This design comes from an exercise in tuning for small area on the open sky130 flow, not from production work.
The RTL was checked by simulation tests, not by an equivalence proof against the original design.
Power is estimated from default activity; no workload was simulated.

--- design/flow/config.mk ---
export PLATFORM = sky130hd
export DESIGN_NAME = gpr_mp
export DESIGN_NICKNAME = gpr_mp
export VERILOG_FILES = /design/flow/design.v
export SDC_FILE = /design/flow/constraint.sdc
export NUM_CORES = 4
export LEC_CHECK = 0
export CAP_MARGIN = 20
export CORE_MARGIN = 2
export CORE_UTILIZATION = 55
export CTS_CLUSTER_DIAMETER = 80
export CTS_CLUSTER_SIZE = 24
export SETUP_SLACK_MARGIN = 0.5
export SLEW_MARGIN = 20
export SYNTH_HIERARCHICAL = 1
export SYNTH_MINIMUM_KEEP_SIZE = 0
--- design/flow/constraint.sdc ---
create_clock -name core_clock -period 6.0 [get_ports {clk}]
set_input_delay 1.2000 -clock core_clock [delete_from_list [all_inputs] [get_ports {clk}]]
set_output_delay 1.2000 -clock core_clock [all_outputs]
set_load 0.01 [all_outputs]
--- design/flow/design.v ---
module gpr_mp #(
  parameter int unsigned DATA_W   = 32,
  parameter int unsigned ADDR_W   = 5,
  parameter int unsigned NUM_RD   = 2,
  parameter int unsigned ZERO_REG = 1,
  parameter int unsigned BYPASS   = 1
) (
  input  logic                     clk,
  input  logic                     rst,
  input  logic                     we0,
  input  logic [ADDR_W-1:0]        waddr0,
  input  logic [DATA_W-1:0]        wdata0,
  input  logic                     we1,
  input  logic [ADDR_W-1:0]        waddr1,
  input  logic [DATA_W-1:0]        wdata1,
  input  logic [NUM_RD*ADDR_W-1:0] raddr,
  output logic [NUM_RD*DATA_W-1:0] rdata,
  output logic [NUM_RD-1:0]        rd_busy,
  input  logic                     busy_set,
  input  logic [ADDR_W-1:0]        busy_addr
);
  localparam int unsigned DEPTH = 2 ** ADDR_W;
  localparam int unsigned FIRST = (ZERO_REG != 0) ? 1 : 0;
  localparam int unsigned NREG  = DEPTH - FIRST;
  logic              wr0_ok;
  logic              wr1_ok;
  logic              bset_ok;
  logic [DEPTH-1:0][DATA_W-1:0] mem_q;
  logic [DEPTH-1:0]             rbusy;    
  logic [DEPTH-1:0]             rdok;     
  assign wr0_ok  = we0 && !((ZERO_REG != 0) && (waddr0 == '0));
  assign wr1_ok  = we1 && !((ZERO_REG != 0) && (waddr1 == '0));
  assign bset_ok = busy_set && !((ZERO_REG != 0) && (busy_addr == '0));
  for (genvar i = 0; i < DEPTH; i++) begin : g_reg
    if (i < FIRST) begin : g_zero
      assign mem_q[i] = '0;
      assign rbusy[i] = 1'b0;
      assign rdok[i]  = 1'b0;
    end else begin : g_real
      logic              hit0, s0, s1, wen;
      logic [DATA_W-1:0] q;
      logic [DATA_W-1:0] d;
      logic              v, b;
      assign hit0 = wr0_ok && (waddr0 == i);
      assign s1   = wr1_ok && (waddr1 == i);
      assign s0   = hit0 && !s1;
      assign wen  = hit0 || s1;
      for (genvar j = 0; j < DATA_W; j++) begin : g_bit
        gpr_mp_wbit u_d (
          .q(q[j]), .wen(wen),
          .w0(wdata0[j]), .s0_n(!s0),
          .w1(wdata1[j]), .s1_n(!s1),
          .d(d[j])
        );
      end
      always_ff @(posedge clk) begin
        q <= d;
      end
      always_ff @(posedge clk or posedge rst) begin
        if (rst) begin
          v <= 1'b0;
          b <= 1'b0;
        end else begin
          v <= v || wen;
          b <= (bset_ok && (busy_addr == i)) || (b && !wen);
        end
      end
      assign mem_q[i] = q;
      assign rbusy[i] = b && !wen;
      assign rdok[i]  = v && !wen && !rst;
    end
  end
  for (genvar k = 0; k < NUM_RD; k++) begin : g_rd
    localparam int unsigned NP = NREG / 2;           
    localparam int unsigned NS = NREG - 2 * NP;      
    localparam int unsigned NH = NP + NS + 1;        
    localparam int unsigned NL = NH / 2;             
    localparam int unsigned NM = (NL + 3) / 4;       
    logic [ADDR_W-1:0] ra;
    logic              byp0, byp1, hit0;
    logic [DEPTH-1:0]  dec;
    logic [DEPTH-1:0]  sel;
    logic [DEPTH-1:0]  sel_n;
    logic              any;
    logic [DATA_W-1:0] acc;
    logic              bz;
    assign ra   = raddr[k*ADDR_W +: ADDR_W];
    assign byp1 = (BYPASS != 0) && !rst && wr1_ok && (waddr1 == ra);
    assign hit0 = (BYPASS != 0) && wr0_ok && (waddr0 == ra);
    assign byp0 = !rst && hit0 && !byp1;
    for (genvar i = 0; i < DEPTH; i++) begin : g_sel
      assign dec[i]   = (ra == i);
      assign sel[i]   = dec[i] && rdok[i];
      assign sel_n[i] = !sel[i];
    end
    for (genvar j = 0; j < DATA_W; j++) begin : g_bit
      logic [NH-1:0] h;      
      logic [NL-1:0] l;
      logic [NM-1:0] m;
      for (genvar g = 0; g < NP; g++) begin : g_pair
        gpr_mp_o22ai u_t (
          .a1(mem_q[FIRST+2*g][j]),   .a2(sel_n[FIRST+2*g]),
          .b1(mem_q[FIRST+2*g+1][j]), .b2(sel_n[FIRST+2*g+1]),
          .y (h[g])
        );
      end
      if (NS != 0) begin : g_single
        gpr_mp_nor2 u_t (
          .a(mem_q[DEPTH-1][j]), .b(sel_n[DEPTH-1]),
          .y(h[NP])
        );
      end
      gpr_mp_o22ai u_byp (
        .a1(wdata0[j]), .a2(!byp0),
        .b1(wdata1[j]), .b2(!byp1),
        .y (h[NH-1])
      );
      for (genvar c = 0; c < NL; c++) begin : g_nor
        gpr_mp_nor #(.N(2)) u_nor (
          .a(h[2*c +: 2]),
          .y(l[c])
        );
      end
      for (genvar c = 0; c < NM; c++) begin : g_nand
        localparam int unsigned CW = (NL - 4*c < 4) ? (NL - 4*c) : 4;
        gpr_mp_nand #(.N(CW)) u_nand (
          .a(l[4*c +: CW]),
          .y(m[c])
        );
      end
      if (NH > 2 * NL) begin : g_odd
        gpr_mp_nor #(.N(NM + 2)) u_out (
          .a({!any, h[NH-1], m}),
          .y(acc[j])
        );
      end else begin : g_even
        gpr_mp_nor #(.N(NM + 1)) u_out (
          .a({!any, m}),
          .y(acc[j])
        );
      end
    end
    assign any = byp0 || byp1 || (|sel);
    assign bz  = !rst && |(rbusy & dec);
    assign rdata[k*DATA_W +: DATA_W] = acc;
    assign rd_busy[k]                = bz;
  end
endmodule
module gpr_mp_o22ai (
  input  logic a1, a2, b1, b2,
  output logic y
);
  assign y = ~((a1 | a2) & (b1 | b2));
endmodule
module gpr_mp_nor2 (
  input  logic a, b,
  output logic y
);
  assign y = ~(a | b);
endmodule
module gpr_mp_nor #(
  parameter int unsigned N = 3
) (
  input  logic [N-1:0] a,
  output logic         y
);
  assign y = ~(|a);
endmodule
module gpr_mp_nand #(
  parameter int unsigned N = 3
) (
  input  logic [N-1:0] a,
  output logic         y
);
  assign y = ~(&a);
endmodule
module gpr_mp_wbit (
  input  logic q, wen, w0, s0_n, w1, s1_n,
  output logic d
);
  assign d = (q | wen) & (w0 | s0_n) & (w1 | s1_n);
endmodule
--- design/flow/flow/run.sh ---
#!/bin/bash
# The standard layout (the standard.sh: standard synthesis and the ORFS steps), with one
# change: the port buffers that global placement inserts are buf_2 cells instead of the
# delay-cell buffers ORFS picks by default. Every port still gets its own buffer.
set -euo pipefail
cd "$(dirname "$0")/.."
bash standard.sh "BUFFER_PORTS_ARGS=-buffer_cell sky130_fd_sc_hd__buf_2" finish > standard_make.log 2>&1
--- design/flow/standard.sh ---
#!/bin/bash
# synth_recipe.tcl (not shown) runs the flow's synth.tcl, then flattens the netlist and writes it again
# the make line also repeats each setting of config.mk as NAME=value (left out here)
make -C /OpenROAD-flow-scripts/flow DESIGN_CONFIG=/design/flow/config.mk WORK_HOME=/design/flow/orfs CLKGATE_MAP_FILE= SYNTH_SCRIPT=/design/flow/synth_recipe.tcl "${@:-finish}"
==> results by group, run 1 <==
STA
  • Slew at the pin closest to its max-slew limit: 1220 ps
  • RSZ-0062 raised after global routing: yes
  • Final setup fails: 0
  • Final Hold Fails: 0
  • Setup TNS: 0 ps
  • F_max: 175 MHz
  • Clk_skew: 0 ps
  • Slew HR: 0.186
  • Crit path time final: 5720 ps
  • Max Slew Vio Count: 0
  • Final period util: 0.953

CTS
  • Htree depth: 2
  • Clock-pin slew on the worst setup and hold paths: 100 ps
  • Sink Count: 1,054
  • Root Buffer Master: clkbuf_16
  • Hold_buf cts: 0
  • CTS Buf Count: 53
  • Deepest clock path buffer count: 3
  • TritonCTS clock tree: done
  • Clock latency on the worst-skew pair: 680 ps

Drt
  • ANT nets after route: 0
  • Drt first pass iters: 14
  • Vias/cell: 7.54
  • Detailed-route wire length per cell: 32.9 µm
  • Final wirelength: 264 mm
  • Drt drc: 0
  • Via count: 60,500
  • DRT iter0 DRCs: 10,900

Status
  • Status: timing/DRC/antenna clean

Critical path
  • Crit Path Category: in2out
  • CP max FO: 32
  • Critical path endpoint category: output port
  • Crit start category: input pin
  • Worst path arrival time: 4520 ps
  • CP max stage cell: nand4_1
  • Max incr delay on CP: 620 ps
  • Worst endpoint required time: 4800 ps
  • Critical path, cell by cell: buf_2 -> and4b_1 -> buf_4 -> a22oi_2 -> nand4_1 -> buf_4 -> o22ai_1 -> nor2_1 -> nand4_1 -> nor4_2 -> buf_4 -> buf_2
  • FF-to-FF path depth: 2
  • Most used cell, CP: buf_4

Logic synthesis
  • Area share of the largest cell type after synthesis: 0.408
  • Synth Instances: 6,391
  • Sequential area share after synthesis: 0.440
  • Synth cell types: 62
  • Number of enable flip-flop cells after synthesis: 0
  • Cell taking the most area after synthesis: dfxtp_1
  • Mean post-synth cell area: 7.61 µm²
  • Yosys warning count: 7
  • Main synth FF type: dfxtp_1
  • #FFs+latches synth: 1,054
  • Async S/R FF share, synth: 0.0588
  • Synth area leaders: dfxtp_1, o22ai_1, nor2_1
  • Mapped Area: 48,700 µm²
  • Synthesized Nets: 6,485

Global routing
  • Remaining global-route overflow: 0
  • Vias in the first global route: 54,400
  • Tot GR Track Use: 0.552
  • Initial antenna violation count: 5
  • First-pass GRT wire length: 370 mm
  • Largest net degree at the start of global routing: 36

Final layout
  • Filler Cell Count: 8,065
  • Non-filler cells, final: 8,027
  • Share of layout cells above drive strength 1: 0.0961
  • Layout Nets: 6,930
  • Most common cell after layout, fill and taps aside: nor2_1
  • Final Cell Area: 55,300 µm²
  • Most frequent cells in the layout: nor2_1, o22ai_1, dfxtp_1
  • Final core occ: 0.629
  • Syn-to-layout area delta: 13.7%

Pwr
  • VDD IR max: 0.341 mV
  • Pleak: 22.1 nW
  • P per Cell Area: 338 nW/µm²

Die
  • Die Span Y: 301 µm
  • Die extent in x: 301 µm
  • I/O pin count: 160
  • Core area: 88,000 µm²
  • Die area: 90,900 µm²
  • Initial Util: 0.553
  • Num rows: 109

Job
  • Max cap viols: 0

Place
  • Post-DP HPWL: 154 mm
  • PortBufs: 159
  • Cell count after placement: 7,926
  • GPL Wtd Cong: 1.12
  • Post-DP Area: 53,300 µm²

Hold path
  • Hold depth: 2
  • Hold Crit Class: reg2reg
cell families (layout without fill, tap and decap cells):
logic type / Yosys count / in the layout / synth area share
compound gates: 2120 / 2120 / 0.274
xor+xnor: 20 / 20 / 0.00360
buf+inv: 89 / 559 / 0.00954
flops: 1054 / 1054 / 0.440
other cells: 0 / 1 / 0
simple gates: 3108 / 3108 / 0.273
stage by stage:
stage | hold WS (ps) | total power, mW | setup WS, ps
after floorplan | 451 | 12.7 | 284
after global placement | 473 | 14.0 | 223
after detailed placement | 479 | 14.2 | 215
after CTS | 492 | 18.4 | 508
after global routing | 508 | 19.4 | 361
final | 494 | 18.7 | 280
critical path: cells and delay by family:
kind	cells	cell delay, ps
buffers and inverters	5	1370
AND/OR/NAND/NOR	5	1650
AO/OA/AOI/OAI	2	260
final timing paths:
check                                            from  slack [ps]                     to
min in group asynchronous                         rst         580      g_reg[5].g_real.b
worst min-delay path            g_reg[26].g_real.q[3]         490  g_reg[26].g_real.q[3]
worst max-delay path                        waddr0[1]         280              rdata[34]
max in group asynchronous                         rst        4620      g_reg[3].g_real.v
worst max register to register     g_reg[30].g_real.b        5130     g_reg[30].g_real.b
worst min register to register  g_reg[26].g_real.q[3]         490  g_reg[26].g_real.q[3]
repair_timing:
item                                    CTS  global route
endpoints found under the setup margin   34            45
gates cloned                              0             1
buffers inserted                          4            11
resized for setup                         3            23
pin swaps                                 1             7
Yosys stat by module, one instance, submodules excluded, a selection:
module	cell area, µm²	flops+latches
gpr_mp	24800	1054
gpr_mp_wbit	13.8	0
gpr_mp_o22ai	6.26	0
gpr_mp_nor2	3.75	0
final cells by class:
| type | count | area (µm²) | area share |
|---|---|---|---|
| Multi-Input combinational cell | 5248 | 27100 | 0.490 |
| Sequential cell | 1054 | 21400 | 0.387 |
| Tap cell | 1165 | 1460 | 0.0263 |
| Clock inverter | 14 | 148 | 0.00267 |
| Clock buffer | 66 | 1470 | 0.0265 |
| Timing Repair Buffer | 443 | 3590 | 0.0649 |
| Antenna cell | 1 | 2.50 | 0.0000452 |
| Inverter | 36 | 148 | 0.00267 |
power by group:
part | switching [mW] | internal, mW
clock | 2.56 | 1.80
sequential | 1.65 | 9.09
combinational | 2.17 | 1.46
total | 6.38 | 12.3
registers in the layout, summed over array words and instances (netlist names):
signal      count
g.g_real.b     31
g.g_real.q    992
g.g_real.v     31
synth_stat cells (15+ instances only):
cell and n:
nor2_1 2578, o22ai_1 2018, dfxtp_1 992, nand4_1 204, nand2_1 86, nor4_2 64, nand3_1 63, dfrtp_1 62
o21ai_0 38, inv_1 35, nand2b_1 33, buf_2 22, a22oi_1 15
layer usage:
metal	vias to the layer above	share of wire	global-route usage	wire (µm)
li1	25200	-	-	-
met3	1545	0.19	0.260	50100
met4	16	0.089	0.386	23500
met2	6109	0.38	0.744	100000
met5	-	0.0016	0.0116	414
met1	27700	0.34	0.689	90500
==> inputs of run 2 (changes only) <==
--- a/design/flow/config.mk
+++ b/design/flow/config.mk
@@ -11,5 +11,5 @@
 export CTS_CLUSTER_DIAMETER = 80
 export CTS_CLUSTER_SIZE = 24
-export SETUP_SLACK_MARGIN = 0.5
+export SETUP_SLACK_MARGIN = 0.4
 export SLEW_MARGIN = 20
 export SYNTH_HIERARCHICAL = 1
==> results by group, run 2 <==
Drt
  • Drt drc: 0
  • DR top layer: met5
  • Vias/cell: 7.52
  • Final wirelength: 264 mm
  • Drt first pass iters: 9
  • Met2 wire length: 99.6 mm
  • Via count: 60,400
  • ANT nets after route: 0
  • DRT iter0 DRCs: 10,800
  • Detailed-route wire length per cell: 32.9 µm
  • Met3 wire len: 50.2 mm
  • M1 WL: 90.2 mm

Global routing
  • Remaining global-route overflow: 0
  • Vias in the first global route: 54,300
  • Tot GR Track Use: 0.552
  • Initial antenna violation count: 6
  • First-pass GRT wire length: 370 mm
  • Largest net degree at the start of global routing: 36

Place
  • Cell count after placement: 7,926
  • Post-DP HPWL: 154 mm
  • GPL Wtd Cong: 1.12
  • PortBufs: 159
  • Post-DP Area: 53,300 µm²

STA
  • Clk_skew: 0 ps
  • Slew HR: 0.185
  • Setup TNS: 0 ps
  • Final Hold Fails: 0
  • Crit path time final: 5720 ps
  • WHS: 493 ps
  • Max Slew Vio Count: 0
  • F_max: 175 MHz
  • Final period util: 0.953
  • RSZ-0062 raised after global routing: yes
  • Final setup fails: 0
  • Slew at the pin closest to its max-slew limit: 1220 ps

Job
  • Max cap viols: 0

CTS
  • Htree depth: 2
  • Root Buffer Master: clkbuf_16
  • Clock-pin slew on the worst setup and hold paths: 90 ps
  • Sink Count: 1,054
  • Deepest clock path buffer count: 3
  • CTS Buf Count: 53
  • TritonCTS clock tree: done
  • Clock latency on the worst-skew pair: 680 ps

Final layout
  • Max FFs per register: 992
  • Final core occ: 0.628
  • Biggest register: g.g_real.q
  • Largest regs: g.g_real.q x992, g.g_real.b x31, g.g_real.v x31
  • Non-filler cells, final: 8,026
  • Share of layout cells above drive strength 1: 0.0956
  • Most common cell after layout, fill and taps aside: nor2_1
  • Final Cell Area: 55,200 µm²
  • Most frequent cells in the layout: nor2_1, o22ai_1, dfxtp_1
  • Layout Nets: 6,928
  • Syn-to-layout area delta: 13.5%

Logic synthesis
  • Sequential area share after synthesis: 0.440
  • Synth area leaders: dfxtp_1, o22ai_1, nor2_1
  • Yosys warning count: 7
  • Area share of the largest cell type after synthesis: 0.408
  • Mean post-synth cell area: 7.61 µm²
  • #FFs+latches synth: 1,054
  • Top cells by count, synth: nor2_1, o22ai_1, dfxtp_1
  • Number of enable flip-flop cells after synthesis: 0
  • Synthesized Nets: 6,485
  • Synth cell types: 62
  • Cell taking the most area after synthesis: dfxtp_1
  • Mapped Area: 48,700 µm²
  • Synth Instances: 6,391
  • Top-count cell post-synth: nor2_1
  • Async S/R FF share, synth: 0.0588
  • Main synth FF type: dfxtp_1

Die
  • Core area: 88,000 µm²
  • Initial Util: 0.553
  • I/O pin count: 160
  • Die extent in x: 301 µm
  • Die area: 90,900 µm²
  • Num rows: 109
  • Die Span Y: 301 µm

Hold path
  • Hold path startpoint: g_reg[24].g_real.q[13]
  • Hold Crit Class: reg2reg

Pwr
  • Pleak: 22.0 nW
  • P per Cell Area: 339 nW/µm²
  • VDD IR max: 0.341 mV

Critical path
  • Worst endpoint required time: 4800 ps
  • Crit Path Category: in2out
  • Reg-to-Reg Start: g_reg[30].g_real.b
  • Worst path arrival time: 4520 ps
  • Critical path endpoint category: output port
  • Critical Path Start: waddr1[1]
  • Crit start category: input pin
  • CP max FO: 26

Status
  • Status: timing/DRC/antenna clean
==> run 2: cell counts after synthesis <==
No cell type changed its count.
==> run 2: worst paths after layout <==
kind / cells after the start / to / slack, ps
max: 12 / rdata[23] / 280
min: 2 / g_reg[24].g_real.q[13] / 490
max reg2reg: 2 / g_reg[30].g_real.b / 5140
min reg2reg: 2 / g_reg[24].g_real.q[13] / 490
max in group asynchronous: 3 / g_reg[11].g_real.b / 4630
min in group asynchronous: 2 / g_reg[10].g_real.b / 580
==> run 2: what timing repair did <==
action                     CTS  global route
resized for setup            0            15
setup buffers                4            11
pin swaps                    1             3
hold buffers                 0             0
setup endpoints to repair   29            22
==> run 2: logic make-up after synthesis <==
logic type / Yosys count / share of synthesized area
and+or+nand+nor: 3108 / 0.273
AOI/OAI and AO/OA: 2120 / 0.274
DFF: 1054 / 0.440
buffers and inverters: 89 / 0.00954
xor gates and xnor gates: 20 / 0.00360
==> run 2: critical path, cell delays in order <==
cell and delay [ps]:
buf_2 160, nor2b_1 170, buf_4 250, buf_4 170
o2bb2a_1 330, nand4_1 230, buf_12 280, o22ai_1 130
nor2_1 110, nand4_1 620, nor4_2 630, buf_2 220
==> run 2: where the power goes <==
part | internal [mW] | switching, mW
sequential | 9.09 | 1.65
clock | 1.80 | 2.56
combinational | 1.45 | 2.16
total | 12.3 | 6.36
==> run 2: metal layers <==
metal	GRT usage	vias up
met4	0.389	16
li1	-	25100
met2	0.741	6102
met3	0.260	1543
met1	0.689	27600
met5	0.0138	-
==> run 2: per-module statistics from Yosys (local to each module, per instance), excerpt <==
module        times used  cell area (µm²)  cells
gpr_mp_wbit          992             13.8      3
gpr_mp_nor2           64             3.75      1
gpr_mp_o22ai        1024             6.26      1
gpr_mp                 1            24800   1623
==> run 2: area by class of cell <==
type / instances / area (µm²)
clock inverters: 14 / 148
well taps: 1165 / 1460
flip-flops and latches: 1054 / 21400
fillers: 8074 / 32700
multi-input cells: 5248 / 27100
clock buffers: 66 / 1470
repair buffers: 441 / 3530
diodes: 2 / 5.00
inverters: 36 / 148
==> run 2: metrics by stage <==
step           worst slack (ps)  total power [mW]
6_report                    279              18.7
5_1_grt                     324              19.4
4_1_cts                     445              18.4
3_5_place_dp                215              14.2
3_3_place_gp                223              14.0
2_1_floorplan               284              12.7

-- re-timing with driven ports --
Ports are ideal in the flow. The routed layouts listed here were re-timed in OpenROAD.
Step 1: set_driving_cell puts a clkbuf_16 on clk and a buf_2 on each other input, an assumption about the parent block.
Step 2, shift: input delay + t, output delay - t, t = (earliest + latest rising clock arrival at the registers) / 2. This alone moves slack from input paths to output paths.
a / b / c = ideal / step 1 / step 2; a / b = the first two.
| run | t (ns) | setup WS [ns] | clock arrival spread, ns | cell pins on the clock port's net |
|---|---|---|---|---|
| run 1 | 0.778 | 0.280 / 0.256 / 0.256 | 0.032 / 0.033 | 1 |
| run 2 | 0.771 | 0.279 / 0.259 / 0.259 | 0.034 / 0.034 | 1 |
After both steps setup and hold are still met in every run listed. For run 1, which loses most, drivers alone change the setup slack by -0.024 ns; drivers and shift together by -0.024 ns.
